Background: an optimization exercise with open tools, aiming at small area and a short achievable clock period. Do not read the settings as production practice. No activity file was given, so power comes from the tool's default toggle rates.

==> tundra: inputs <==
## fpu_top
module fpu_top (
	input  wire         clk,
	input  wire         rstn,
	input       fpu_pkg::instr_t instr,
	input       fpu_pkg::fp32_t  x1,	 
	input       fpu_pkg::int32_t x2,	 
	output fpu_pkg::fp32_t       y,
	output fpu_pkg::fpu_exc_t    exc
);
Settings: LEC_CHECK=0, CAP_MARGIN=20, CORE_MARGIN=2, CORE_UTILIZATION=40, SETUP_SLACK_MARGIN=5, SLEW_MARGIN=20; clock period 8.0 ns.
run.sh (not shown) runs the stock make flow with config.mk's settings and CLKGATE_MAP_FILE= SYNTH_SCRIPT=/design/flow/synth_recipe.tcl, a recipe that flattens the netlist after the stock synthesis.
==> raven (differences from tundra) <==
--- a/flow/design.v
+++ b/flow/design.v
@@ -55,25 +55,14 @@
 	localparam logic [2:0] O_INV  = 3'd5;
 	localparam logic [2:0] K_IDLE = 3'd0;	 
 	localparam logic [2:0] K_FT   = 3'd1;	 
 	localparam logic [2:0] K_IT   = 3'd2;	 
 	localparam logic [2:0] K_NAN  = 3'd3;
 	localparam logic [2:0] K_OVF  = 3'd4;
 	localparam logic [2:0] K_INV  = 3'd5;
-	function automatic logic [4:0] ftoi_amt(input logic [4:0] k);	 
-		ftoi_amt = '0;
-		for (int j = 0; j < 32; j++) if (k == 5'(j)) ftoi_amt = 5'((30 - j) & 31);
-	endfunction
-	function automatic logic [7:0] itof_exp(input logic [4:0] k);	 
-		itof_exp = '0;
-		for (int j = 0; j < 32; j++) if (k == 5'(j)) itof_exp = 8'(157 - j);
-	endfunction
-	function automatic logic [22:0] floor_mask(input logic [7:0] ee);
-		for (int i = 0; i < 23; i++) floor_mask[i] = !ee[7] || (i < 22 && ee[4:0] <= 5'(21 - i));
-	endfunction
 	logic d_abs, d_neg, d_flr, d_ftoi, d_itof, cop1;
 	assign cop1   = instr.op1 == fpu_pkg::OP1_COP1;
 	assign d_abs  = cop1 && instr.fmt == fpu_pkg::FMT_S && instr.op2 == fpu_pkg::FUNCT_ABS;
 	assign d_neg  = cop1 && instr.fmt == fpu_pkg::FMT_S && instr.op2 == fpu_pkg::FUNCT_NEG;
 	assign d_flr  = cop1 && instr.fmt == fpu_pkg::FMT_S && instr.op2 == fpu_pkg::FUNCT_FLOOR;
 	assign d_ftoi = cop1 && instr.fmt == fpu_pkg::FMT_W_FTOI && instr.op2 == fpu_pkg::FUNCT_CVT;
 	assign d_itof = cop1 && instr.fmt == fpu_pkg::FMT_ITOF && instr.op2 == fpu_pkg::FUNCT_CVT;
@@ -86,15 +75,15 @@
 		else if (d_itof)          op_d = O_ITOF;
 		else                      op_d = O_INV;
 	end
 	logic        s2;
 	logic [30:0] v2;
 	logic [31:0] d_d;
 	assign s2 = x2[31];
-	assign v2 = x2[30:0];
+	assign v2 = x2[30:0] ^ {31{s2}};
 	always_comb begin
 		for (int i = 0; i < 23; i++) d_d[i] = instr.fmt[2] ? v2[22-i] : x1[i];
 		for (int i = 23; i < 31; i++) d_d[i] = instr.fmt[2] ? v2[53-i] : x1[i];
 		if (instr.fmt[2])  d_d[31] = s2;
 		else if (d_neg)    d_d[31] = ~x1[31];
 		else if (d_abs)    d_d[31] = 1'b0;
 		else               d_d[31] = x1[31];
@@ -111,20 +100,18 @@
 	logic        is_it, is_ft, is_fl;
 	assign s     = d_q[31];
 	assign e     = d_q[30:23];
 	assign fr    = d_q[22:0];
 	assign is_it = op_q == O_ITOF;
 	assign is_ft = op_q == O_FTOI;
 	assign is_fl = op_q == O_FLR;
-	logic [30:0] dx;
 	logic [30:0] vq;
-	assign dx = d_q[30:0] ^ {31{s}};
-	always_comb begin
-		for (int i = 0; i < 23; i++) vq[22-i] = dx[i];
-		for (int i = 23; i < 31; i++) vq[53-i] = dx[i];
+	always_comb begin
+		for (int i = 0; i < 23; i++) vq[22-i] = d_q[i];
+		for (int i = 23; i < 31; i++) vq[53-i] = d_q[i];
 	end
 	logic [4:0] lz;
 	logic       allz;
 	always_comb begin
 		lz = 5'd31;
 		for (int i = 0; i < 31; i++) begin
 			if (vq[i]) lz = 5'(30 - i);
@@ -135,24 +122,24 @@
 	assign f_nan  = (e == 8'hff) && (fr != '0);
 	assign f_ovf  = !f_nan && ((e > 8'd158) || (e == 8'd158 && !(s && fr == '0)));
 	assign f_half = e == 8'd126;
 	assign f_norm = (e >= 8'd127) && !f_nan && !f_ovf;
 	logic [32:0] sin, sa, sb, sc;
 	logic [4:0]  amt;
 	logic        fill;
-	assign sin  = {is_it ? s : ~s, dx[22:0], is_it ? dx[30:23] : {8{s}}, s};
-	assign fill = s;
-	assign amt  = is_it ? lz : ftoi_amt(e[4:0]);
+	assign sin  = {is_it ? s : 1'b1, d_q[22:0], is_it ? d_q[30:23] : 8'd0, 1'b0};
+	assign fill = is_it & s;
+	assign amt  = is_it ? lz : 5'(5'd30 - e[4:0]);
 	assign sa   = amt[4] ? {{16{fill}}, sin[32:16]} : sin;
 	assign sb   = amt[3] ? {{8{fill}}, sa[32:8]} : sa;
 	assign sc   = amt[2] ? {{4{fill}}, sb[32:4]} : sb;
 	logic [22:0] mask;
 	logic        hf, fl_c, fl_mid;
 	logic [31:0] fl_a;
-	assign mask   = floor_mask(e);
+	assign mask   = 23'h7fffff >> 5'(e[4:0] + 5'd1);
 	assign hf     = |(fr & mask);
 	assign fl_mid = (e >= 8'd127) && (e < 8'd150);
 	assign fl_c   = fl_mid & s & hf;
 	always_comb begin
 		if (e == 8'hff && fr != '0)  fl_a = d_q | 32'h0040_0000;
 		else if (!fl_mid && e >= 8'd150) fl_a = d_q;
 		else if (!fl_mid) fl_a = (s && d_q[30:0] != '0) ? 32'hbf80_0000 : {s, 31'd0};
@@ -165,15 +152,15 @@
 	logic [2:0]  lzhi_d;
 	logic        s_d;
 	logic [2:0]  kind_d;
 	assign use_sh = is_it | (is_ft & f_norm);
 	always_comb begin
 		if (use_sh)     data_d = sc;
 		else if (is_fl) data_d = {fl_a, fl_c};
-		else if (is_ft) data_d = {{32{s}}, ~s};	 
+		else if (is_ft) data_d = 33'd1;	 
 		else            data_d = {d_q, 1'b0};
 	end
 	assign amt_d  = use_sh ? amt[1:0] : 2'd0;
 	assign lzhi_d = lz[4:2];
 	assign s_d    = (is_it | is_ft) & s;
 	always_comb begin
 		kind_d = K_IDLE;
@@ -202,45 +189,45 @@
 		amt_q  <= amt_d;
 		lzhi_q <= lzhi_d;
 		s_q    <= s_d;
 		kind_q <= kind_d;
 	end
 	logic        fill3;
 	logic [32:0] sd, se;
-	assign fill3 = s_q;
+	assign fill3 = (kind_q == K_IT) & s_q;
 	assign sd    = amt_q[1] ? {{2{fill3}}, data_q[32:2]} : data_q;
 	assign se    = amt_q[0] ? {fill3, sd[32:1]} : sd;
 	logic sel_f, sel_i;
-	assign sel_f = kind_q == K_FT;
-	assign sel_i = kind_q == K_IT;
+	assign sel_f = rstn && kind_q == K_FT;
+	assign sel_i = rstn && kind_q == K_IT;
 	logic [31:0] af;
 	logic        cf;
-	assign af = se[32:1];
-	assign cf = se[0];
+	assign af = se[32:1] ^ {32{s_q}};
+	assign cf = se[0] ^ s_q;
 	logic [31:0] nrm;
 	logic [7:0]  ep;
 	logic [31:0] ai;
 	logic        ci;
 	always_comb begin
 		for (int n = 0; n < 32; n++) nrm[n] = se[32-n];
 	end
-	assign ep = itof_exp({lzhi_q, amt_q});
+	assign ep = 8'd157 - {3'd0, lzhi_q, amt_q};
 	assign ai = {s_q, ep, nrm[30:8]};
 	assign ci = s_q ? (nrm[7] | (&nrm[6:0] & nrm[8])) : (nrm[7] & (nrm[8] | (|nrm[6:0])));
 	logic [31:0] a;
 	logic        c;
 	logic [31:0] y_d;
 	assign a = ({32{sel_f}} & af) | ({32{sel_i}} & ai);
 	assign c = (sel_f & cf) | (sel_i & ci);
 	logic [31:0] pre;	 
 	always_comb begin
 		pre[0] = 1'b1;
 		for (int i = 1; i < 32; i++) pre[i] = pre[i-1] & a[i-1];
 	end
-	assign y_d = {32{rstn}} & (a ^ ({32{c}} & pre));	 
+	assign y_d = a ^ ({32{c}} & pre);
 	fpu_pkg::fpu_exc_t exc_d;
 	assign exc_d.invalid_op = rstn && kind_q == K_INV;
 	assign exc_d.nan        = rstn && kind_q == K_NAN;
 	assign exc_d.ovf        = rstn && kind_q == K_OVF;
 	always_ff @(posedge clk) begin
 		y   <= y_d;
 		exc <= exc_d;
==> flow/config.mk (replaced) <==
export PLATFORM = sky130hd
export DESIGN_NAME = fpu_top
export DESIGN_NICKNAME = fpu_top
export VERILOG_FILES = /design/flow/design.v
export SDC_FILE = /design/flow/constraint.sdc
export NUM_CORES = 4
export LEC_CHECK = 0
export CAP_MARGIN = 20
export CORE_MARGIN = 2
export CORE_UTILIZATION = 40
export SLEW_MARGIN = 20
==> notes <==
- Against tundra, the synthesized area of raven is lower by 2.9%.
- Between raven and tundra, the lower global-route usage is in raven (gap 1.4 points).
- Between tundra and raven, the lower via count is in raven (gap 9.0%, measured against raven).
- Synthesized cell count: tundra is higher than raven (1.9%).
- Against tundra, the worst setup slack of raven is worse by 2200 ps.
- Between raven and tundra, the lower clock skew is in raven (gap 3.0 ps).
- Against tundra, the critical path depth of raven is higher by 2.
- In tundra the sequential share of layout area is lower than in raven, by 2.8 points.
- Of raven and tundra, tundra has the higher combinational power (gap 13%, measured against tundra).
- Die area: raven is smaller than tundra (2.8%).
No functional check of the RTL was part of any run of this note.

-- re-timing with driven ports --
The results above use ideal ports. As a check the final layouts listed here were re-extracted and re-timed, cells and wires unchanged. Step 1: set_driving_cell puts a clkbuf_16 on clk and a buf_2 on each other input, an assumption about the parent block. Step 2 moves the port delays by t, midway between the first and last clock arrival at a register: inputs arrive t later, outputs are due t later. That takes back most of the time a late clock gives input paths. Three values: ideal, step 1, step 2; two values: the first two.
run | t (ns) | slack for setup (ns) | worst hold slack (ns) | worst data-port slew with drivers (ns) | cell pins on the clock port's net
tundra | 0.405 | 4.911 / 4.911 / 4.698 | 0.493 / 0.493 / 0.493 | 0.04 | 1
raven | 0.408 | 2.709 / 2.732 / 2.324 | 0.525 / 0.525 / 0.525 | 0.04 | 1
After both steps setup and hold are still met in every run listed. The setup slack of raven, which loses most, moves by +0.023 ns with the drivers and by -0.385 ns with both steps.
